This design comes from an exercise in tuning for small area, a short achievable clock period and few clock cycles on the open sky130 flow, not from production work.
RTL that was checked went through simulation tests only; none was proved equivalent to the original.
For runs 2 to 4, only the layout was checked, not whether the RTL still works.
Power and IR drop assume default switching activity.

==> flow/design.v <==
module tri_raster_seq #(
    parameter int CW = 12
) (
    input  logic            clk,
    input  logic            rst,
    input  logic            tri_valid,
    output logic            tri_ready,
    input  logic [CW-1:0]   ptAX,
    input  logic [CW-1:0]   ptAY,
    input  logic [CW-1:0]   ptBX,
    input  logic [CW-1:0]   ptBY,
    input  logic [CW-1:0]   pt3X,
    input  logic [CW-1:0]   pt3Y,
    output logic            pix_valid,
    input  logic            pix_ready,
    output logic [CW-1:0]   pix_x,
    output logic [CW-1:0]   pix_y,
    output logic            done,
    output logic [2*CW:0]   pix_count
);
    logic          v_loaded;                  
    logic          v_new, v_new2;             
    logic [CW-1:0] pax, pay, pbx, pby, pcx, pcy;   
    logic [2:0]    ts, ms, bs;                
    logic [CW-1:0] tx, ty, mx, my, bx, by;    
    logic          v_even;                    
    logic          v_flat, v_horiz;           
    logic          w_act, w_first, w_pendT, w_atM, w_last, w_lil;
    logic [CW-1:0] w_y;
    logic [CW-1:0] xl_q, xs_q;                
    logic signed [CW:0] rl_q, rs_q;           
    logic [CW-1:0] nul_q, nus_q;              
    logic          dnl_q, dns_q;              
    logic [CW-1:0] dyl_q, dys_q;              
    logic          e_valid, e_last;
    logic [CW-1:0] e_x, e_r, e_y;
    logic          done_q, neg_pend;
    logic [2*CW:0] cnt_q;
    logic [2*CW-1:0] ka, kb, kc;
    logic ab_q, bc_q, ac_q, eab_q, ebc_q, eac_q, cv_q;
    logic [2:0] s_ts, s_ms, s_bs;
    logic s_even, s_flat, s_horiz;
    always_comb begin
        ka = {ptAY, ptAX};
        kb = {ptBY, ptBX};
        kc = {pt3Y, pt3X};
        if (ab_q && bc_q) begin
            s_ts = 3'b001; s_ms = 3'b010; s_bs = 3'b100; s_even = 1'b1; s_flat = eab_q; s_horiz = eac_q;
        end else if (ab_q && ac_q) begin
            s_ts = 3'b001; s_ms = 3'b100; s_bs = 3'b010; s_even = 1'b0; s_flat = eac_q; s_horiz = eab_q;
        end else if (ab_q) begin
            s_ts = 3'b100; s_ms = 3'b001; s_bs = 3'b010; s_even = 1'b1; s_flat = eac_q; s_horiz = ebc_q;
        end else if (bc_q && ac_q) begin
            s_ts = 3'b010; s_ms = 3'b001; s_bs = 3'b100; s_even = 1'b0; s_flat = eab_q; s_horiz = ebc_q;
        end else if (bc_q) begin
            s_ts = 3'b010; s_ms = 3'b100; s_bs = 3'b001; s_even = 1'b1; s_flat = ebc_q; s_horiz = eab_q;
        end else begin
            s_ts = 3'b100; s_ms = 3'b010; s_bs = 3'b001; s_even = 1'b0; s_flat = ebc_q; s_horiz = eac_q;
        end
        tx = ({CW{ts[0]}} & pax) | ({CW{ts[1]}} & pbx) | ({CW{ts[2]}} & pcx);
        ty = ({CW{ts[0]}} & pay) | ({CW{ts[1]}} & pby) | ({CW{ts[2]}} & pcy);
        mx = ({CW{ms[0]}} & pax) | ({CW{ms[1]}} & pbx) | ({CW{ms[2]}} & pcx);
        my = ({CW{ms[0]}} & pay) | ({CW{ms[1]}} & pby) | ({CW{ms[2]}} & pcy);
        bx = ({CW{bs[0]}} & pax) | ({CW{bs[1]}} & pbx) | ({CW{bs[2]}} & pcx);
        by = ({CW{bs[0]}} & pay) | ({CW{bs[1]}} & pby) | ({CW{bs[2]}} & pcy);
    end
    logic sub_long, sub_tm, subtm_q;
    logic [2:0] sa_s, sb_s;
    logic [CW-1:0] sa_x, sa_y, sb_x, sb_y;
    logic signed [CW:0] dx_c;
    logic [CW-1:0] dy_c;
    logic lil_new;
    always_comb begin
        sub_long = v_new;
        sub_tm = subtm_q;
        sa_s = sub_tm ? ms : bs;
        sb_s = (sub_long || sub_tm) ? ts : ms;
        sa_x = ({CW{sa_s[0]}} & pax) | ({CW{sa_s[1]}} & pbx) | ({CW{sa_s[2]}} & pcx);
        sa_y = ({CW{sa_s[0]}} & pay) | ({CW{sa_s[1]}} & pby) | ({CW{sa_s[2]}} & pcy);
        sb_x = ({CW{sb_s[0]}} & pax) | ({CW{sb_s[1]}} & pbx) | ({CW{sb_s[2]}} & pcx);
        sb_y = ({CW{sb_s[0]}} & pay) | ({CW{sb_s[1]}} & pby) | ({CW{sb_s[2]}} & pcy);
        dx_c = $signed({1'b0, sa_x}) - $signed({1'b0, sb_x});
        dy_c = sa_y + ~sb_y;
        lil_new = v_horiz | v_even;
    end
    logic set_l, set_s, rdy;
    logic signed [CW:0] opl, ops, stl, sts, al, as_;
    logic cl, cs;
    logic [CW-1:0] xl_adj, xs_adj, xl_stp, xs_stp;
    logic signed [CW:0] rl_stp, rs_stp;
    always_comb begin
        set_l = !rl_q[CW];
        set_s = !rs_q[CW];
        opl = set_l ? $signed({1'b1, nul_q}) : '0;
        ops = set_s ? $signed({1'b1, nus_q}) : '0;
        cl = set_l & !dnl_q;
        cs = set_s & !dns_q;
        stl = rl_q + opl + $signed({{CW{1'b0}}, cl});
        sts = rs_q + ops + $signed({{CW{1'b0}}, cs});
        al = rl_q + opl + $signed({1'b0, dyl_q}) + $signed({{CW{1'b0}}, cl}) + 1;
        as_ = rs_q + ops + $signed({1'b0, dys_q}) + $signed({{CW{1'b0}}, cs}) + 1;
        xl_adj = dnl_q ? xl_q - 1'b1 : xl_q + 1'b1;
        xs_adj = dns_q ? xs_q - 1'b1 : xs_q + 1'b1;
        rl_stp = stl[CW] ? al : stl;
        rs_stp = sts[CW] ? as_ : sts;
        xl_stp = stl[CW] ? xl_adj : xl_q;
        xs_stp = sts[CW] ? xs_adj : xs_q;
        rdy = w_act && (w_last || (set_l && set_s));
    end
    logic [CW-1:0] xL, xR, y_nx;
    logic ne, xfer, e_end, hok;
    logic [CW-1:0] y_b1;
    logic em_d, eb_d, em_q, eb_q;
    logic v_loaded_d, w_act_d, w_last_d, w_pendT_d, tr_d, tr_q;
    logic eqa, eqb, eqc, ld_sw, ld_l, ld_r, ldd_l, ldd_r;
    logic row_ok, tT, tW, skip, adv, neg_now, start, accept, enter_m, enter_b, e_load, w_stepen;
    always_comb begin
        xL = xl_q;
        xR = xs_q;
        ne = (xL <= xR);
        xfer = e_valid && pix_ready;
        e_end = (e_x == e_r);
        hok = !neg_pend && (!e_valid || (pix_ready && e_end && !e_last));
        row_ok = rdy && ne;
        tT = row_ok && w_pendT && !w_first && hok;
        tW = row_ok && !w_pendT && hok;
        skip = rdy && !w_last && ((w_first && w_pendT) || (!ne && !w_atM));
        adv = skip || (tW && !w_last);
        neg_now = rdy && !ne && w_atM && !neg_pend;
        tri_ready = tr_q;
        accept = tri_valid && tr_q;
        start = v_loaded && !v_new && (!w_act || (tW && w_last) || neg_now);
        y_nx = w_y + 1'b1;
        y_b1 = (v_loaded ? ty : y_nx) + 1'b1;
        eqa = (y_b1 == pay);
        eqb = (y_b1 == pby);
        eqc = (y_b1 == pcy);
        em_d = |(ms & {eqc, eqb, eqa});
        eb_d = |(bs & {eqc, eqb, eqa});
        enter_m = em_q;
        enter_b = eb_q;
        e_load = tT || tW;
        w_stepen = w_act && !w_last;
        v_loaded_d = accept || (v_loaded && !start);
        w_act_d = start || (w_act && !((tW && w_last) || neg_now));
        w_last_d = (start || (w_stepen && adv)) ? (v_loaded ? v_horiz : enter_b) : w_last;
        w_pendT_d = (start || tT) ? (v_loaded && !v_flat) : w_pendT;
        tr_d = tri_valid && !accept && !v_loaded_d && (!w_act_d || (w_last_d && !w_pendT_d));
        ld_sw = w_stepen && adv && enter_m;
        ld_l = (v_new && v_even) || (v_new2 && !v_even) || (ld_sw && !w_lil);
        ld_r = (v_new && !v_even) || (v_new2 && v_even) || (ld_sw && w_lil);
        ldd_l = (v_new && v_even) || (v_new2 && !v_even) || (w_stepen && set_l && enter_m && !w_lil);
        ldd_r = (v_new && !v_even) || (v_new2 && v_even) || (w_stepen && set_s && enter_m && w_lil);
    end
    always_ff @(posedge clk) begin
        if (accept) begin
            pax <= ptAX; pay <= ptAY; pbx <= ptBX; pby <= ptBY; pcx <= pt3X; pcy <= pt3Y;
            ts <= s_ts; ms <= s_ms; bs <= s_bs;
            v_even <= s_even;
            v_flat <= s_flat;
            v_horiz <= s_horiz;
        end
        ab_q <= ka < kb;
        bc_q <= kb < kc;
        ac_q <= ka < kc;
        eab_q <= (ptAY == ptBY);
        ebc_q <= (ptBY == pt3Y);
        eac_q <= (ptAY == pt3Y);
        if (ld_l) begin
            nul_q <= dx_c[CW] ? dx_c[CW-1:0] : ~dx_c[CW-1:0];
            dnl_q <= dx_c[CW];
            dyl_q <= dy_c;
        end
        if (ld_l || (w_stepen && (adv || !set_l)))
            rl_q <= ldd_l ? (dx_c[CW] ? $signed({1'b0, dy_c}) : '0) : rl_stp;
        if (ld_r) begin
            nus_q <= dx_c[CW] ? dx_c[CW-1:0] : ~dx_c[CW-1:0];
            dns_q <= dx_c[CW];
            dys_q <= dy_c;
        end
        if (ld_r || (w_stepen && (adv || !set_s)))
            rs_q <= ldd_r ? (dx_c[CW] ? '0 : $signed({1'b0, dy_c})) : rs_stp;
        if (start || (w_stepen && (adv || !set_l)))
            xl_q <= v_loaded ? (lil_new ? tx : v_flat ? mx : tx) :
                    (set_l && enter_m && !w_lil) ? mx : (set_l && enter_b) ? bx : xl_stp;
        if (start || (w_stepen && (adv || !set_s)))
            xs_q <= v_loaded ? (v_horiz ? bx : lil_new ? (v_flat ? mx : tx) : tx) :
                    (set_s && enter_m && w_lil) ? mx : (set_s && enter_b) ? bx : xs_stp;
        if (start || (w_stepen && adv)) begin
            w_y <= v_loaded ? ty : y_nx;
            w_first <= v_loaded;
            w_atM <= v_loaded ? v_flat : enter_m;
            w_last <= v_loaded ? v_horiz : enter_b;
            em_q <= em_d;
            eb_q <= eb_d;
        end
        if (start) w_lil <= lil_new;
        if (start || tT) w_pendT <= v_loaded && !v_flat;
        if (e_load || (xfer && !e_end))
            e_x <= (e_valid && !e_end) ? e_x + 1'b1 : w_pendT ? tx : xL;
        if (e_load) begin
            e_r <= w_pendT ? tx : xR;
            e_y <= w_pendT ? ty : w_y;
            e_last <= !w_pendT && w_last;
        end
        if (done_q || xfer) cnt_q <= done_q ? '0 : cnt_q + 1'b1;
        if (rst) begin
            v_loaded <= 1'b0;
            v_new <= 1'b0;
            v_new2 <= 1'b0;
            subtm_q <= 1'b0;
            w_act <= 1'b0;
            e_valid <= 1'b0;
            done_q <= 1'b0;
            neg_pend <= 1'b0;
            cnt_q <= '0;
            cv_q <= 1'b0;
            tr_q <= 1'b0;
        end else begin
            cv_q <= tri_valid && !accept;
            tr_q <= tr_d;
            v_new <= accept;
            v_new2 <= v_new;
            subtm_q <= v_new && !v_flat;
            if (accept || start) v_loaded <= accept;
            if (start || (tW && w_last) || neg_now) w_act <= start;
            if (e_load || (xfer && e_end)) e_valid <= e_load;
            done_q <= (xfer && e_end && e_last) || (neg_pend && !e_valid);
            if (neg_now || !e_valid) neg_pend <= neg_now;
        end
    end
    assign pix_valid = e_valid;
    assign pix_x = e_x;
    assign pix_y = e_y;
    assign done = done_q;
    assign pix_count = cnt_q;
endmodule
==> flow/flow/run.sh <==
#!/bin/bash
# The standard layout, with repair_timing aiming for extra setup slack and the smallest
# buffer cell on the ports (the clock period and the constraints stay the design's).
# make's output goes to standard.log; each ORFS step keeps its own log under orfs/logs.
bash standard.sh SETUP_SLACK_MARGIN=7.5 ABC_AREA=1 'BUFFER_PORTS_ARGS=-buffer_cell sky130_fd_sc_hd__buf_1' finish > standard.log 2>&1
==> flow/standard.sh <==
#!/bin/bash
# synth_recipe.tcl (not shown) runs the flow's synth.tcl, then flattens the netlist and writes it again
# the make line also repeats each setting of config.mk as NAME=value (left out here)
make -C /OpenROAD-flow-scripts/flow DESIGN_CONFIG=/design/flow/config.mk WORK_HOME=/design/flow/orfs CLKGATE_MAP_FILE= SYNTH_SCRIPT=/design/flow/synth_recipe.tcl "${@:-finish}"
==> flow/config.mk <==
export PLATFORM = sky130hd
export DESIGN_NAME = tri_raster_seq
export DESIGN_NICKNAME = tri_raster_seq
export VERILOG_FILES = /design/flow/design.v
export SDC_FILE = /design/flow/constraint.sdc
export NUM_CORES = 4
export LEC_CHECK = 0
export CAP_MARGIN = 20
export CORE_MARGIN = 2
export CORE_UTILIZATION = 40
export PLACE_DENSITY = 0.6
export SLEW_MARGIN = 20
==> flow/constraint.sdc <==
create_clock -name core_clock -period 11.0 [get_ports {clk}]
set_input_delay 2.2000 -clock core_clock [delete_from_list [all_inputs] [get_ports {clk}]]
set_output_delay 2.2000 -clock core_clock [all_outputs]
set_load 0.01 [all_outputs]
==> impl_metrics.json, run 1 <==
{
  "outcome": "timing/DRC/antenna clean",
  "vias": 19600,
  "maxSlewHeadroom_pct": 25.6,
  "layout_commonest_cell": "nand2_1",
  "finalHoldViolCount": 0,
  "core-area_mm2": 0.0526,
  "worstPathArrival_ns": 3.92,
  "utilization_pct": 47.0,
  "synth_xor_area_share_pct": 4.29,
  "grt_pass1_vias": 18300,
  "ys_warn_count": 1,
  "hpwlAfterDp_um": 52900,
  "path_max_fanout": 4,
  "die_w_um": 234,
  "path_clk_slew_ns": 0.06,
  "top_register": "cnt_q",
  "grt_util_met1_pct": 34.0,
  "grt_usage_pct": 24.7,
  "synth-compound-area-share_pct": 15.3,
  "cts_inserted_buffers": 35,
  "rrSetupSlack_ns": 7.63,
  "nets": 3114,
  "syn-num-nets": 2933,
  "synthArstFlopShare_pct": 0,
  "drc": 0,
  "synth_top_area_cell": "edfxtp_1",
  "crit_type": "input port to register",
  "largest_reg_flops": 25,
  "fin_skew_ns": 0.0287,
  "routed_wl_um": 69000,
  "wire_per_inst_um": 19.4,
  "grtUsageMet3_pct": 2.63,
  "synthAdderAreaFrac_pct": 13.5,
  "netlist_instances": 2649,
  "viasPerCell": 5.52,
  "endpoint_kind": "register",
  "syn_area_mm2": 0.0212,
  "cts_tree": "built",
  "syn2layout_area_growth_pct": 16.3,
  "synth_top_family_by_area": "simple AND/OR/NAND/NOR gates",
  "rows": 84,
  "drive_gt1_share_pct": 8.75,
  "holdWs_ns": 0.476,
  "fin_setup_tns_ns": 0,
  "period_share_pct": 31.5,
  "final_cell_mix": "nand2_1, inv_1, edfxtp_1",
  "largestRegisters": "cnt_q: 25 flops, rl_q: 13 flops, rs_q: 13 flops",
  "ios": 128,
  "grt_max_degree": 79,
  "synth_top_area_share_pct": 33.7,
  "fmax_ghz": 0.289,
  "synth-simple-area-share_pct": 21.6,
  "setup_viol": 0,
  "required_ns": 11.45,
  "place.gp.congestion": 0.963,
  "die_h_um": 234,
  "synth_area_leaders": "edfxtp_1, nand2_1, ha_1",
  "io_buffers": 127,
  "p_leak_nw": 10.8,
  "tightest_slew_ns": 1.10,
  "synth_edf_count": 238,
  "cts.htree.levels": 2,
  "drt_iter0_markers": 1537,
  "ys_seq_area_share_pct": 37.6,
  "start_util_pct": 40.4,
  "grt_setup_unrepaired": "yes",
  "synth-seq-cells": 280,
  "gr-usage-met2_pct": 40.9,
  "drtPass1Iterations": 6,
  "die_area_mm2": 0.0549,
  "cp-start-kind": "input port",
  "hp-class": "register to register",
  "clock-sinks": 280,
  "post-route-min-period_ns": 3.46,
  "hold_buffers": 0,
  "clock_latency_ns": 0.57,
  "grt-ovfl-total": 0,
  "antenna_found_initial": 2,
  "clockRootBuffer": "clkbuf_16",
  "synth-main-ff-cell": "edfxtp_1",
  "ant_nets": 0,
  "grt-busiest-layer": "met2",
  "ir_worst_vdd_uv": 109,
  "grt_pass1_wl_um": 104000,
  "cap_violations": 0,
  "clockBufferDepth": 3,
  "yosys-mux-area-fraction_pct": 0.0944,
  "final_max_slew_viol_count": 0,
  "post_synth_num_cell_types": 57,
  "avgSynthCellArea_um2": 8.01,
  "power_density_mw_per_mm2": 204
}
## metrics by stage
step	total power, mW	instances	worst slack, ns	instance area, um2
2_1_floorplan	3.07	2649	7.14	21400
3_3_place_gp	3.62	3414	6.54	22500
3_5_place_dp	3.66	3414	6.49	22500
4_1_cts	4.90	3514	7.50	24200
5_1_grt	5.37	3546	7.42	24700
6_report	5.03	3547	7.54	24700
## Yosys cell counts, drive strengths merged (3+ instances only)
library cell and count:
nand2 629, inv 348, edfxtp 238, a21oi 217
nor2 186, o21ai 175, ha 174, nand3 164
xor2 64, clkbuf 50, dfxtp 42, nor3 41
xnor2 40, nand4 39, fa 34, o211ai 34
o221ai 27, o22ai 23, a31oi 20, buf 17
a21o 11, nand3b 8, a211oi 6, a221oi 6
a22o 6, and3 6, o21bai 6, o2111ai 5
o21a 5, a41oi 4, a32oi 3, clkinv 3
nor4 3, or2 3
## final cells by class
class                      instances  area, um2
sequential                       280       7990
clock inverter                    23        233
fill                            5134      27900
inverter                         351       1370
timing repair buffer             208       1250
clock buffer                      40        895
tap                              688        861
antenna                            3       7.51
multi-input combinational       1954      12100
## cell families (layout without fill, tap and decap cells)
family	count (synthesis)	in the layout
simple gates	1080	1081
compound gates	557	559
buf+inv	418	622
flops	280	280
fa+ha+maj	208	208
xor+xnor	104	104
mux	2	2
other cells	0	3
## worst max-delay path, stage by stage
cell and delay, ns:
buf_12 0.09, nand2_8 0.06, inv_6 0.07, nand2_4 0.05
nor2_4 0.11, nand2_2 0.08, nor3_4 0.19, inv_2 0.07
nor3_4 0.20, nand2_2 0.10, nor3_4 0.27, nand2_2 0.12
inv_4 0.07, nand2_2 0.05, o21ai_1 0.13, a21oi_1 0.05
## routing by layer
| layer | wire length, um | vias to the layer above |
|---|---|---|
| met5 | 0 | - |
| met4 | 1900 | 0 |
| met3 | 4380 | 98 |
| met2 | 32100 | 751 |
| met1 | 30600 | 9255 |
| li1 | - | 9468 |
## report_power, final
part	switching (mW)	leakage (nW)	internal, mW
clock	0.477	0.552	0.683
sequential	0.100	2.54	1.37
combinational	1.48	7.66	0.922
## worst paths after layout
| path | startpoint | endpoint | cells past startpoint |
|---|---|---|---|
| max | pix_ready | cnt_q[21]$_SDFFE_PP0P_ | 16 |
| min | cnt_q[24]$_SDFFE_PP0P_ | cnt_q[24]$_SDFFE_PP0P_ | 2 |
| max reg2reg | ms[1]$_SDFFCE_PP1P_ | rs_q[11]$_DFFE_PP_ | 18 |
| min reg2reg | cnt_q[24]$_SDFFE_PP0P_ | cnt_q[24]$_SDFFE_PP0P_ | 2 |
## repair_timing
item                       4_1_cts  5_1_grt
gates resized for setup         39       65
cloned                           2        1
setup endpoints to repair      208      154
pin swaps                        9       24
hold endpoints to repair         0        0
setup buffers                   35       29
Testbench counts, summed over its fixed seeds: cycles 26,927.
==> inputs of run 2 (changes only) <==
--- a/flow/design.v
+++ b/flow/design.v
@@ -36,5 +36,7 @@
     logic [CW-1:0] e_x, e_r, e_y;
     logic          done_q, neg_pend;
+    localparam int CNT_LO = 6;
     logic [2*CW:0] cnt_q;
+    logic          cnt_wrap;
     logic [2*CW-1:0] ka, kb, kc;
     logic ab_q, bc_q, ac_q, eab_q, ebc_q, eac_q, cv_q;
@@ -204,5 +206,9 @@
             e_last <= !w_pendT && w_last;
         end
-        if (done_q || xfer) cnt_q <= done_q ? '0 : cnt_q + 1'b1;
+        if (done_q || xfer) begin
+            cnt_q[CNT_LO-1:0] <= done_q ? '0 : cnt_q[CNT_LO-1:0] + 1'b1;
+            cnt_wrap <= !done_q && (cnt_q[CNT_LO-1:0] == {{(CNT_LO-1){1'b1}}, 1'b0});
+        end
+        if (done_q || (xfer && cnt_wrap)) cnt_q[2*CW:CNT_LO] <= done_q ? '0 : cnt_q[2*CW:CNT_LO] + 1'b1;
         if (rst) begin
             v_loaded <= 1'b0;
@@ -215,4 +221,5 @@
             neg_pend <= 1'b0;
             cnt_q <= '0;
+            cnt_wrap <= 1'b0;
             cv_q <= 1'b0;
             tr_q <= 1'b0;
==> run 2 against run 1 <==
Against the previous run:
- register-to-register slack got worse by 0.03 ns
- critical path depth decreased by 9
- critical endpoint is now dys_q[9]$_DFFE_PP_
- core utilization decreased by 0.60 points
- still clean
- maximum frequency decreased by 3.1%
- area after synthesis increased by 0.47%
- flip-flop and latch count increased by 1
- critical path type unchanged
- final cell count decreased by 0.90%
- worst hold slack got worse by 0.012 ns
- count of clock-buffer cells in the layout decreased by 3
- largest power group unchanged
- first-iteration DRC count increased by 10%
- wire length decreased by 2.0%
==> impl_metrics.json, run 2 <==
{
  "drt_iter0_markers": 1690,
  "path_clk_slew_ns": 0.06,
  "dpl.cell_count": 3412,
  "drtPass1Iterations": 9,
  "final_cell_mix": "nand2_1, inv_1, edfxtp_1",
  "yosysMostFrequentCell": "nand2_1",
  "layout_commonest_cell": "nand2_1",
  "cts.htree.levels": 1,
  "post_synth_num_cell_types": 61,
  "clock-sinks": 281,
  "clock_latency_ns": 0.60,
  "grt_pass1_wl_um": 105000,
  "cpPeakStageDelay_ns": 0.72,
  "cap_violations": 0,
  "top_register": "cnt_q",
  "period_share_pct": 32.5,
  "antenna_cells": 0,
  "ys_seq_area_share_pct": 37.6,
  "clockBufferDepth": 3,
  "netlist_instances": 2650,
  "fin_skew_ns": 0.0284,
  "die_w_um": 235,
  "hold_buffers": 0,
  "required_ns": 11.21,
  "worstPathArrival_ns": 3.78,
  "die_area_mm2": 0.0552,
  "vias": 19300,
  "setup_viol": 0,
  "maxSlewHeadroom_pct": 39.1,
  "crit_start": "pix_ready",
  "ys_top_cells_by_count": "nand2_1, inv_1, edfxtp_1, a21oi_1, o21ai_0",
  "nets": 3088,
  "worstPathCellList": "buf_1, a21oi_4, nor2_1, nand4_1, nand2_1, nand3_2, o21ai_4",
  "multi_input_comb_area_mm2": 0.0121,
  "post-route-min-period_ns": 3.57,
  "holdPathStages": 2,
  "wire_per_inst_um": 19.2,
  "endpoint_kind": "register",
  "synth_top_area_cell": "edfxtp_1",
  "die_h_um": 235,
  "cts_tree": "built",
  "critPathTopFamily": "compound AO/OA/AOI/OAI gates",
  "p_leak_nw": 10.6,
  "io_buffers": 127,
  "slowest_stage": "o21ai_4",
  "fmax_ghz": 0.280,
  "path_max_fanout": 25,
  "outcome": "timing/DRC/antenna clean",
  "hp-start": "cnt_q[24]$_SDFFE_PP0P_",
  "synth_top_area_share_pct": 33.5,
  "start_util_pct": 40.5,
  "hp-class": "register to register",
  "ios": 128,
  "grt-ovfl-total": 0,
  "rr_startpoint": "rl_q[12]$_SDFFCE_PP0P_",
  "cts_inserted_buffers": 31,
  "core-area_mm2": 0.0527,
  "synth-seq-cells": 281,
  "ir_worst_vdd_uv": 137,
  "grt_setup_unrepaired": "yes",
  "synth_edf_count": 238,
  "syn_area_mm2": 0.0213,
  "fin_cells": 3515,
  "holdPathEnd": "cnt_q[24]$_SDFFE_PP0P_",
  "synth-main-ff-cell": "edfxtp_1",
  "antenna_found_initial": 0,
  "rows": 84,
  "synthArstFlopShare_pct": 0,
  "ant_nets": 0,
  "fin_setup_tns_ns": 0,
  "design_area_mm2": 0.0244,
  "largest_reg_flops": 25,
  "grt_pass1_vias": 18500,
  "tightest_slew_ns": 0.914,
  "clockRootBuffer": "clkbuf_16",
  "drive_gt1_share_pct": 8.98,
  "ys_warn_count": 1,
  "syn-num-nets": 2936,
  "power_density_mw_per_mm2": 200,
  "avgSynthCellArea_um2": 8.04,
  "finalHoldViolCount": 0,
  "routed_wl_um": 67600,
  "crit_type": "input port to register",
  "rrSetupSlack_ns": 7.60,
  "grt_usage_pct": 23.8,
  "largestRegisters": "cnt_q: 25 flops, rl_q: 13 flops, rs_q: 13 flops",
  "place.gp.congestion": 0.985,
  "hpwlAfterDp_um": 53400,
  "timing.rr.end": "rl_q[4]$_DFFE_PP_",
  "regArea_mm2": 0.00802,
  "reg2reg_depth": 7,
  "syn2layout_area_growth_pct": 14.5,
  "cp-start-kind": "input port",
  "drc": 0,
  "viasPerCell": 5.49,
  "synth_area_leaders": "edfxtp_1, nand2_1, ha_1",
  "dpl-instance-area_mm2": 0.0226,
  "nFillCells": 5152,
  "crit_buf_inv": 1,
  "final_max_slew_viol_count": 0,
  "grt_max_degree": 78
}
==> run 2: cell count changes in the layout (fill, tap and decap cells not counted), sizes merged, moves of 4 or more <==
| cell | delta |
|---|---|
| buf | -22 |
| nor2 | -11 |
| o21ai | +8 |
| inv | +7 |
| nand2 | -7 |
| nand3b | -7 |
| nor3 | -5 |
| a21oi | -4 |
| o21a | -4 |
==> run 2: where the power goes <==
group / internal [mW] / leakage, nW / total (mW) / switching [mW]
clock network: 0.612 / 0.513 / 1.07 / 0.462
logic: 0.904 / 7.54 / 2.34 / 1.44
registers: 1.37 / 2.55 / 1.47 / 0.101
==> run 2: cells by family after synthesis <==
group           synth area share [%]
fa+ha+maj                       13.5
buf+inv                         7.61
compound gates                  15.5
mux                            0.147
flops                           37.6
xor+xnor                        4.40
simple gates                    21.2
==> run 2: worst max-delay path by stage <==
stage,endpoint,slack (ns),cells past startpoint
after detailed placement,rl_q[10]$_DFFE_PP_,6.71,16
after CTS,dys_q[9]$_DFFE_PP_,7.45,7
after global placement,dys_q[9]$_DFFE_PP_,6.82,7
after floorplan,bs[0]$_SDFFCE_PP0P_,7.14,2
after global routing,dyl_q[9]$_DFFE_PP_,7.32,7
final,dys_q[9]$_DFFE_PP_,7.43,7
==> run 2: routing by layer <==
layer	vias up	GRT usage [%]	wire, um	part of all wire, %
met4	0	8.53	2430	3.6
met1	9069	33.0	30400	45
met5	-	0	0	0
met2	686	38.0	30600	45
met3	135	3.38	4130	6.1
li1	9412	-	-	-
==> run 2: tightest hold or removal path, stage by stage, from the launching register on <==
cell	delay, ns
dfxtp_1	0.31
inv_1	0.06
a21oi_1	0.05
==> run 2: layout make-up <==
cell class	count	share of cell area, %
Clock buffer	37	3.39
Clock inverter	21	0.851
Inverter	356	5.61
Multi-Input combinational cell	1945	49.8
Sequential cell	281	32.8
Tap cell	688	3.53
Timing Repair Buffer	187	4.03
==> run 2: repair_timing <==
| item | in CTS | in global routing |
|---|---|---|
| pin swaps | 3 | 9 |
| setup buffers | 27 | 18 |
| endpoints found under the setup margin | 164 | 143 |
| resized for setup | 36 | 75 |
| gates cloned | 0 | 0 |
==> run 2: stage by stage <==
stage / power, mW / worst slack (ns) / util (%) / hold WS (ns)
floorplan: 3.06 / 7.14 / - / 0.409
global placement: 3.59 / 6.82 / 42.9 / 0.458
detailed placement: 3.63 / 6.71 / 42.9 / 0.461
CTS: 4.76 / 7.45 / 45.5 / 0.469
global route: 5.26 / 7.32 / 46.4 / 0.501
finish: 4.89 / 7.43 / 46.4 / 0.465
==> inputs of run 3 (changes only) <==
--- a/flow/design.v
+++ b/flow/design.v
@@ -36,7 +36,5 @@
     logic [CW-1:0] e_x, e_r, e_y;
     logic          done_q, neg_pend;
-    localparam int CNT_LO = 6;
     logic [2*CW:0] cnt_q;
-    logic          cnt_wrap;
     logic [2*CW-1:0] ka, kb, kc;
     logic ab_q, bc_q, ac_q, eab_q, ebc_q, eac_q, cv_q;
@@ -73,4 +71,6 @@
     logic [CW-1:0] dy_c;
     logic lil_new;
+    logic lng_neg, lng_zero, sh_neg, sh_zero, negL, zeroL, negR, zeroR, posL, posR;
+    logic epos_d, eneg_d, epos_q, eneg_q, epos, eneg, w_eneg;
     always_comb begin
         sub_long = v_new;
@@ -85,4 +85,20 @@
         dy_c = sa_y + ~sb_y;
         lil_new = v_horiz | v_even;
+    end
+    always_comb begin
+        lng_neg = v_even ? dnl_q : dns_q;
+        lng_zero = v_even ? (&nul_q && !dnl_q) : (&nus_q && !dns_q);
+        sh_neg = dx_c[CW];
+        sh_zero = (dx_c == '0);
+        negL = v_even ? lng_neg : sh_neg;
+        zeroL = v_even ? lng_zero : sh_zero;
+        negR = v_even ? sh_neg : lng_neg;
+        zeroR = v_even ? sh_zero : lng_zero;
+        posL = !negL && !zeroL;
+        posR = !negR && !zeroR;
+        epos_d = !posL && !negR;
+        eneg_d = (posL && !posR) || (!negL && negR);
+        epos = v_new2 ? epos_d : epos_q;
+        eneg = v_new2 ? eneg_d : eneg_q;
     end
     logic set_l, set_s, rdy;
@@ -127,7 +143,7 @@
         tT = row_ok && w_pendT && !w_first && hok;
         tW = row_ok && !w_pendT && hok;
-        skip = rdy && !w_last && ((w_first && w_pendT) || (!ne && !w_atM));
+        skip = rdy && !w_last && ((w_first && w_pendT && !w_eneg) || (!ne && !w_atM));
         adv = skip || (tW && !w_last);
-        neg_now = rdy && !ne && w_atM && !neg_pend;
+        neg_now = rdy && !neg_pend && ((!ne && w_atM) || w_eneg);
         tri_ready = tr_q;
         accept = tri_valid && tr_q;
@@ -147,5 +163,5 @@
         w_act_d = start || (w_act && !((tW && w_last) || neg_now));
         w_last_d = (start || (w_stepen && adv)) ? (v_loaded ? v_horiz : enter_b) : w_last;
-        w_pendT_d = (start || tT) ? (v_loaded && !v_flat) : w_pendT;
+        w_pendT_d = (start || tT) ? (v_loaded && !v_flat && !epos) : w_pendT;
         tr_d = tri_valid && !accept && !v_loaded_d && (!w_act_d || (w_last_d && !w_pendT_d));
         ld_sw = w_stepen && adv && enter_m;
@@ -198,5 +214,10 @@
         end
         if (start) w_lil <= lil_new;
-        if (start || tT) w_pendT <= v_loaded && !v_flat;
+        if (start || tT) w_pendT <= v_loaded && !v_flat && !epos;
+        if (start) w_eneg <= !v_flat && eneg;
+        if (v_new2) begin
+            epos_q <= epos_d;
+            eneg_q <= eneg_d;
+        end
         if (e_load || (xfer && !e_end))
             e_x <= (e_valid && !e_end) ? e_x + 1'b1 : w_pendT ? tx : xL;
@@ -206,9 +227,5 @@
             e_last <= !w_pendT && w_last;
         end
-        if (done_q || xfer) begin
-            cnt_q[CNT_LO-1:0] <= done_q ? '0 : cnt_q[CNT_LO-1:0] + 1'b1;
-            cnt_wrap <= !done_q && (cnt_q[CNT_LO-1:0] == {{(CNT_LO-1){1'b1}}, 1'b0});
-        end
-        if (done_q || (xfer && cnt_wrap)) cnt_q[2*CW:CNT_LO] <= done_q ? '0 : cnt_q[2*CW:CNT_LO] + 1'b1;
+        if (done_q || xfer) cnt_q <= done_q ? '0 : cnt_q + 1'b1;
         if (rst) begin
             v_loaded <= 1'b0;
@@ -221,5 +238,4 @@
             neg_pend <= 1'b0;
             cnt_q <= '0;
-            cnt_wrap <= 1'b0;
             cv_q <= 1'b0;
             tr_q <= 1'b0;
==> run 3 against run 2 <==
Against the previous run:
- setup slack gained 0.13 ns
- final cell count is 2.7% higher
- non-clock buffer count up 32
- sequential power is essentially flat
- combinational power about the same
- core utilization rose by 0.99 points
- first-iteration DRC count fell by 9.9%
- wire length grew 4.0%
- via count rose by 2.9%
- count of clock-buffer cells in the layout increased by 2
- maximum frequency increased by 3.9%
- global-route usage increased by 0.42 points
==> impl_metrics.json, run 3 <==
{
  "cp-start-kind": "input port",
  "syn2layout_area_growth_pct": 17.4,
  "path_max_fanout": 2,
  "synth_top_family_by_area": "simple AND/OR/NAND/NOR gates",
  "drtPass1Iterations": 5,
  "yosys-mux-area-fraction_pct": 0.231,
  "netlist_instances": 2692,
  "tightest_slew_ns": 1.33,
  "cts_inserted_buffers": 34,
  "synth_edf_count": 239,
  "yosysMostFrequentCell": "nand2_1",
  "endpoint_kind": "register",
  "grt_pass1_vias": 18900,
  "final_cell_mix": "nand2_1, inv_1, edfxtp_1",
  "cts.htree.levels": 2,
  "start_util_pct": 40.3,
  "nets": 3174,
  "die_h_um": 237,
  "vias": 19900,
  "grt_max_degree": 69,
  "synth-simple-area-share_pct": 22.7,
  "setup_slack_ns": 7.56,
  "synth_xor_area_share_pct": 4.32,
  "final_max_slew_viol_count": 0,
  "grt-ovfl-total": 0,
  "ys_seq_area_share_pct": 37.2,
  "synth_top_area_cell": "edfxtp_1",
  "ios": 128,
  "clock_latency_ns": 0.57,
  "synth_area_leaders": "edfxtp_1, nand2_1, ha_1",
  "period_share_pct": 31.3,
  "maxSlewHeadroom_pct": 10.5,
  "core-area_mm2": 0.0537,
  "ys_warn_count": 1,
  "p_leak_nw": 11.0,
  "grt_usage_pct": 24.2,
  "holdWs_ns": 0.465,
  "power.total_mw": 4.98,
  "viasPerCell": 5.50,
  "grt_setup_unrepaired": "yes",
  "top_register": "cnt_q",
  "worstPathArrival_ns": 3.91,
  "synth-main-ff-cell": "edfxtp_1",
  "required_ns": 11.47,
  "synth-seq-cells": 283,
  "ant_nets": 0,
  "post_synth_num_cell_types": 60,
  "clock-sinks": 283,
  "drt_iter0_markers": 1522,
  "synthAdderAreaFrac_pct": 13.2,
  "setup_viol": 0,
  "synth-compound-area-share_pct": 14.8,
  "clockBufferDepth": 3,
  "antenna_found_initial": 0,
  "clockRootBuffer": "clkbuf_16",
  "largestRegisters": "cnt_q: 25 flops, rl_q: 13 flops, rs_q: 13 flops",
  "utilization_pct": 47.3,
  "syn-num-nets": 2976,
  "finalHoldViolCount": 0,
  "fin_setup_tns_ns": 0,
  "ir_worst_vdd_uv": 103,
  "avgSynthCellArea_um2": 8.04,
  "fin_skew_ns": 0.0346,
  "outcome": "timing/DRC/antenna clean",
  "nFillCells": 5163,
  "fmax_ghz": 0.291,
  "power_density_mw_per_mm2": 196,
  "grt_pass1_wl_um": 106000,
  "cap_violations": 0,
  "die_w_um": 237,
  "syn_area_mm2": 0.0217,
  "layout_commonest_cell": "nand2_1",
  "cts_tree": "built",
  "wire_per_inst_um": 19.5,
  "post-route-min-period_ns": 3.44,
  "synth_top_area_share_pct": 33.1,
  "dp_slack_ns": 6.24,
  "largest_reg_flops": 25,
  "ys_top_cells_by_count": "nand2_1, inv_1, edfxtp_1, a21oi_1, nand3_1",
  "drive_gt1_share_pct": 11.9,
  "io_buffers": 127,
  "die_area_mm2": 0.0560,
  "drc": 0,
  "hpwlAfterDp_um": 54200,
  "rows": 85,
  "antenna_cells": 0,
  "routed_wl_um": 70300,
  "crit_type": "input port to register",
  "place.gp.congestion": 0.967,
  "synthArstFlopShare_pct": 0,
  "hp-class": "register to register",
  "path_clk_slew_ns": 0.06
}
[run 3: final timing paths]
| check | start | endpoint | slack, ns | depth (start not counted) |
|---|---|---|---|---|
| worst min-delay path | cnt_q[24]$_SDFFE_PP0P_ | cnt_q[24]$_SDFFE_PP0P_ | 0.46 | 2 |
| worst min register to register | cnt_q[24]$_SDFFE_PP0P_ | cnt_q[24]$_SDFFE_PP0P_ | 0.46 | 2 |
| worst max-delay path | pt3Y[5] | ac_q$_DFF_P_ | 7.56 | 10 |
| worst max register to register | v_even$_SDFFCE_PP1P_ | rl_q[5]$_DFFE_PP_ | 7.58 | 6 |
[run 3: final cells by class]
class / instances / area, um2 / area share [%]
Multi-Input combinational cell: 1990 / 12700 / 49.8
Sequential cell: 283 / 8060 / 31.7
Inverter: 362 / 1400 / 5.51
Timing Repair Buffer: 219 / 1280 / 5.03
Clock buffer: 39 / 891 / 3.50
Tap cell: 696 / 871 / 3.42
Clock inverter: 22 / 253 / 0.994
[run 3: power by group]
group          internal [mW]  switching, mW
clock                  0.702          0.471
combinational          0.946           1.40
sequential              1.36         0.0984
[run 3: timing repair]
action                     CTS  global route
resized for setup           40           126
pin swaps                    7            53
hold buffers                 0             0
gates cloned                 2             8
setup endpoints to repair   96           233
buffers inserted            32            42
[run 3: cell families (layout without fill, tap and decap cells)]
family          Yosys count  in the layout
fa+ha+maj               208            208
buf+inv                 427            642
flops                   283            283
xor+xnor                102            102
compound gates          538            540
simple gates           1129           1135
mux                       5              5
[run 3: through the flow]
step,area (um2),std cells
finish,25400,3611
global route,25400,3611
CTS,24500,3561
detailed placement,23000,3466
global placement,23000,3466
floorplan,21800,2692
[run 3: per-layer routing]
layer	up-vias	GRT usage, %	routed length [um]
li1	9641	-	-
met1	9363	32.4	30600
met2	692	39.5	32400
met3	161	3.45	4250
met4	0	9.95	3040
met5	-	0	0
[run 3: critical path, stage by stage]
cell and delay [ns]:
buf_1 0.14, inv_1 0.09, ha_1 0.29, a21oi_1 0.15, nor2_1 0.06, a211oi_1 0.19
o21ai_1 0.12, a221oi_2 0.32, o41ai_2 0.18, a31oi_1 0.16
==> inputs of run 4 (changes only) <==
--- a/flow/design.v
+++ b/flow/design.v
@@ -130,5 +130,4 @@
     logic [CW-1:0] y_b1;
     logic em_d, eb_d, em_q, eb_q;
-    logic v_loaded_d, w_act_d, w_last_d, w_pendT_d, tr_d, tr_q;
     logic eqa, eqb, eqc, ld_sw, ld_l, ld_r, ldd_l, ldd_r;
     logic row_ok, tT, tW, skip, adv, neg_now, start, accept, enter_m, enter_b, e_load, w_stepen;
@@ -146,6 +145,6 @@
         adv = skip || (tW && !w_last);
         neg_now = rdy && !neg_pend && ((!ne && w_atM) || w_eneg);
-        tri_ready = tr_q;
-        accept = tri_valid && tr_q;
+        tri_ready = cv_q && !v_loaded && (!w_act || (w_last && !w_pendT));
+        accept = tri_valid && tri_ready;
         start = v_loaded && !v_new && (!w_act || (tW && w_last) || neg_now);
         y_nx = w_y + 1'b1;
@@ -160,9 +159,4 @@
         e_load = tT || tW;
         w_stepen = w_act && !w_last;
-        v_loaded_d = accept || (v_loaded && !start);
-        w_act_d = start || (w_act && !((tW && w_last) || neg_now));
-        w_last_d = (start || (w_stepen && adv)) ? (v_loaded ? v_horiz : enter_b) : w_last;
-        w_pendT_d = (start || tT) ? (v_loaded && !v_flat && !epos) : w_pendT;
-        tr_d = tri_valid && !accept && !v_loaded_d && (!w_act_d || (w_last_d && !w_pendT_d));
         ld_sw = w_stepen && adv && enter_m;
         ld_l = (v_new && v_even) || (v_new2 && !v_even) || (ld_sw && !w_lil);
@@ -239,8 +233,6 @@
             cnt_q <= '0;
             cv_q <= 1'b0;
-            tr_q <= 1'b0;
         end else begin
             cv_q <= tri_valid && !accept;
-            tr_q <= tr_d;
             v_new <= accept;
             v_new2 <= v_new;
==> flow/flow/run.sh (replaced) <==
#!/bin/bash
# The standard layout, with repair_timing aiming for extra setup slack and the smallest
# buffer cell on the ports (the clock period and the constraints stay the design's).
# make's output goes to standard.log; each ORFS step keeps its own log under orfs/logs.
bash standard.sh SETUP_SLACK_MARGIN=7 ABC_AREA=1 'BUFFER_PORTS_ARGS=-buffer_cell sky130_fd_sc_hd__buf_1' finish > standard.log 2>&1
==> run 4 against run 3 <==
Against the previous run:
- clock skew is 0.00070 ns lower
- largest power group unchanged
- still clean on timing, DRC and antenna
- highest routed layer unchanged
- maximum frequency is 13% lower
- flip-flop and latch count stayed put
- critical endpoint is now tri_ready
- worst hold slack worse by 0.0075 ns
==> impl_metrics.json, run 4 <==
{
  "outcome": "timing/DRC/antenna clean",
  "clockRootBuffer": "clkbuf_16",
  "dp_slack_ns": 6.58,
  "start_util_pct": 40.3,
  "nFillCells": 5275,
  "clock_latency_ns": 0.56,
  "maxSlewHeadroom_pct": 28.4,
  "fin_skew_ns": 0.0339,
  "die_h_um": 237,
  "largest_reg_flops": 25,
  "synth-simple-area-share_pct": 22.7,
  "worstPathCellList": "inv_4, o211a_1, buf_1",
  "p_seq_share_pct": 30.0,
  "p_leak_nw": 10.6,
  "antenna_cells": 0,
  "comb_power_share_pct": 42.9,
  "p_switching_mw": 1.86,
  "syn_area_mm2": 0.0217,
  "period_share_pct": 35.8,
  "clock-sinks": 283,
  "routed_wl_um": 67900,
  "final_max_slew_viol_count": 0,
  "grt_pass1_vias": 18600,
  "tightest_slew_ns": 1.07,
  "synth_xor_area_share_pct": 3.88,
  "die_w_um": 237,
  "dpl-instance-area_mm2": 0.0229,
  "grt_setup_unrepaired": "no",
  "grt-ovfl-total": 0,
  "cpPeakStageDelay_ns": 0.35,
  "required_ns": 8.80,
  "yosys-mux-area-fraction_pct": 0,
  "ant_nets": 0,
  "power_density_mw_per_mm2": 197,
  "hp-class": "register to register",
  "crit_type": "register to output port",
  "synth-main-ff-cell": "edfxtp_1",
  "nets": 3143,
  "worstSetupEndpoint": "tri_ready",
  "grt_usage_pct": 23.9,
  "drc": 0,
  "ios": 128,
  "finalHoldViolCount": 0,
  "drive_gt1_share_pct": 6.58,
  "crit_buf_inv": 2,
  "grtUsageMet3_pct": 3.60,
  "rows": 85,
  "worstPathArrival_ns": 1.74,
  "crit_start": "v_loaded$_SDFFE_PP0P_",
  "path_clk_slew_ns": 0.06,
  "final_cell_mix": "nand2_1, inv_1, edfxtp_1",
  "synthAdderAreaFrac_pct": 13.2,
  "fin_setup_tns_ns": 0,
  "synth_top_area_cell": "edfxtp_1",
  "largestRegisters": "cnt_q: 25 flops, rl_q: 13 flops, rs_q: 13 flops",
  "synth-compound-area-share_pct": 15.5,
  "ys_warn_count": 1,
  "reg2reg_depth": 19,
  "grt_util_met1_pct": 33.3,
  "p_int_mw": 2.96,
  "clockPowerShare_pct": 27.1,
  "slowest_stage": "inv_4",
  "cp-start-kind": "register",
  "core-area_mm2": 0.0537,
  "ir_worst_vdd_uv": 96.6,
  "place.gp.congestion": 0.960,
  "drt_iter0_markers": 1799,
  "vias": 19700,
  "viasPerCell": 5.50,
  "synth-seq-cells": 283,
  "grt-busiest-layer": "met2",
  "cts.htree.levels": 2,
  "gr-usage-met2_pct": 38.6,
  "design_area_mm2": 0.0245,
  "syn-num-nets": 2998,
  "cts_tree": "built",
  "fmax_ghz": 0.254,
  "synth_area_leaders": "edfxtp_1, nand2_1, ha_1",
  "switching_share_pct": 38.6,
  "avgSynthCellArea_um2": 7.98,
  "netlist_instances": 2714,
  "synth_edf_count": 241,
  "path_max_fanout": 36,
  "top_register": "cnt_q",
  "ys_top_cells_by_count": "nand2_1, inv_1, edfxtp_1, a21oi_1, nand3_1",
  "regArea_mm2": 0.00808,
  "grt_max_degree": 85,
  "drtPass1Iterations": 5,
  "post-route-min-period_ns": 3.94,
  "setup_viol": 0,
  "wire_per_inst_um": 19.0,
  "cts_inserted_buffers": 36,
  "critPathTopFamily": "buffers and inverters",
  "hpwlAfterDp_um": 54000,
  "timing.rr.end": "w_pendT$_DFFE_PP_",
  "die_area_mm2": 0.0560,
  "path_depth": 3,
  "layout_commonest_cell": "nand2_1",
  "synth_top_area_share_pct": 33.4,
  "grt_pass1_wl_um": 105000,
  "setup_slack_ns": 7.06,
  "rrSetupSlack_ns": 7.17,
  "ys_seq_area_share_pct": 37.3,
  "cap_violations": 0,
  "yosysMostFrequentCell": "nand2_1",
  "endpoint_kind": "output port",
  "antenna_found_initial": 0,
  "synthArstFlopShare_pct": 0,
  "multi_input_comb_area_mm2": 0.0120,
  "syn2layout_area_growth_pct": 13.1,
  "synth_top_family_by_area": "simple AND/OR/NAND/NOR gates",
  "io_buffers": 127,
  "rr_startpoint": "ms[2]$_SDFFCE_PP0P_",
  "post_synth_num_cell_types": 61,
  "clockBufferDepth": 3
}
[run 4: cell count changes after synthesis, moves of 7 or more]
cell,previous run,this run
a21oi_1,198,217
nand2_1,654,623
nand2_4,12,1
nor2_1,163,175
a221oi_1,2,9
o211ai_1,37,27
a21boi_0,2,9
a32o_1,12,1
o21ai_0,147,166
nand3_1,176,189
[run 4: worst reg2reg max path: cells and delay by family, from the launching register on]
| family | cells | cell delay (ns) |
|---|---|---|
| and+or+nand+nor | 9 | 1.01 |
| buffers and inverters | 4 | 0.66 |
| AOI/OAI and AO/OA | 3 | 0.56 |
| DFF | 1 | 0.50 |
| xor gates and xnor gates | 1 | 0.27 |
| adders and majority gates | 2 | 0.60 |
[run 4: metal layers]
metal	wire length, um	up-vias
li1	-	9613
met1	30700	9267
met2	30900	697
met3	4290	115
met4	1980	0
met5	0	-
[run 4: per-stage QoR]
stage	hold WS (ns)	power (mW)	util, %	instances
after detailed placement	0.441	3.47	42.6	3492
after global placement	0.435	3.44	42.6	3492
final	0.457	4.82	45.6	3583
after global routing	0.491	5.15	45.6	3583
after floorplan	0.403	2.94	-	2714
after CTS	0.455	4.81	45.1	3561
[run 4: final cells by class]
| cell class | count | area share, % |
|---|---|---|
| Inverter | 362 | 5.60 |
| Tap cell | 696 | 3.56 |
| Timing Repair Buffer | 169 | 3.35 |
| Clock inverter | 28 | 1.54 |
| Sequential cell | 283 | 33.0 |
| Clock buffer | 38 | 3.80 |
| Multi-Input combinational cell | 2007 | 49.2 |
[run 4: worst min path at each step]
stage / slack (ns) / cells after the start / to / startpoint
2_1_floorplan: 0.40 / 0 / w_first$_DFFE_PP_ / v_loaded$_SDFFE_PP0P_
3_3_place_gp: 0.43 / 2 / eneg_q$_DFF_P_ / eneg_q$_DFF_P_
3_5_place_dp: 0.44 / 2 / eneg_q$_DFF_P_ / eneg_q$_DFF_P_
4_1_cts: 0.46 / 2 / eneg_q$_DFF_P_ / eneg_q$_DFF_P_
5_1_grt: 0.49 / 2 / eneg_q$_DFF_P_ / eneg_q$_DFF_P_
6_report: 0.46 / 2 / eneg_q$_DFF_P_ / eneg_q$_DFF_P_
[run 4: timing repair]
item | 4_1_cts | 5_1_grt
setup buffers | 3 | 20
setup endpoints to repair | 42 | 68
hold buffers | 0 | 0
resized for setup | 4 | 14
pin swaps | 0 | 4
[run 4: power by group through the flow]
stage | clock network [mW] | logic [mW] | registers [mW]
3_3_place_gp | 0 | 1.96 | 1.48
6_report | 1.31 | 2.07 | 1.45
3_5_place_dp | 0 | 1.99 | 1.48
5_1_grt | 1.36 | 2.33 | 1.46
2_1_floorplan | 0 | 1.50 | 1.44
4_1_cts | 1.33 | 2.03 | 1.45
[run 4: cells by family after synthesis]
logic type / after synthesis
and+or+nand+nor: 1128
AOI/OAI and AO/OA: 575
xor gates and xnor gates: 96
DFF: 283
adders and majority gates: 208
buffers and inverters: 424

## port drivers added, routing unchanged
How much do the figures lean on ideal ports? The routed layouts below were timed once more, with nothing changed but the port constraints.
Step 1: set_driving_cell puts a clkbuf_16 on clk and a buf_2 on each other input, an assumption about the parent block.
Step 2 moves the port delays by t, midway between the first and last clock arrival at a register: inputs arrive t later, outputs are due t later. That takes back most of the time a late clock gives input paths.
Three values: ideal, step 1, step 2; two values: the first two.
| run | shift t [ns] | setup WS [ns] | hold slack, ns |
|---|---|---|---|
| run 1 | 0.605 | 7.536 / 7.514 / 6.920 | 0.476 / 0.476 / 0.476 |
| run 2 | 0.639 | 7.426 / 7.437 / 6.798 | 0.465 / 0.465 / 0.465 |
| run 3 | 0.611 | 7.559 / 7.507 / 6.971 | 0.465 / 0.465 / 0.465 |
| run 4 | 0.595 | 7.059 / 7.004 / 6.695 | 0.457 / 0.457 / 0.457 |
After both steps every run listed still meets setup and hold. The setup slack of run 2, which loses most, moves by +0.011 ns with the drivers and by -0.628 ns with both steps.
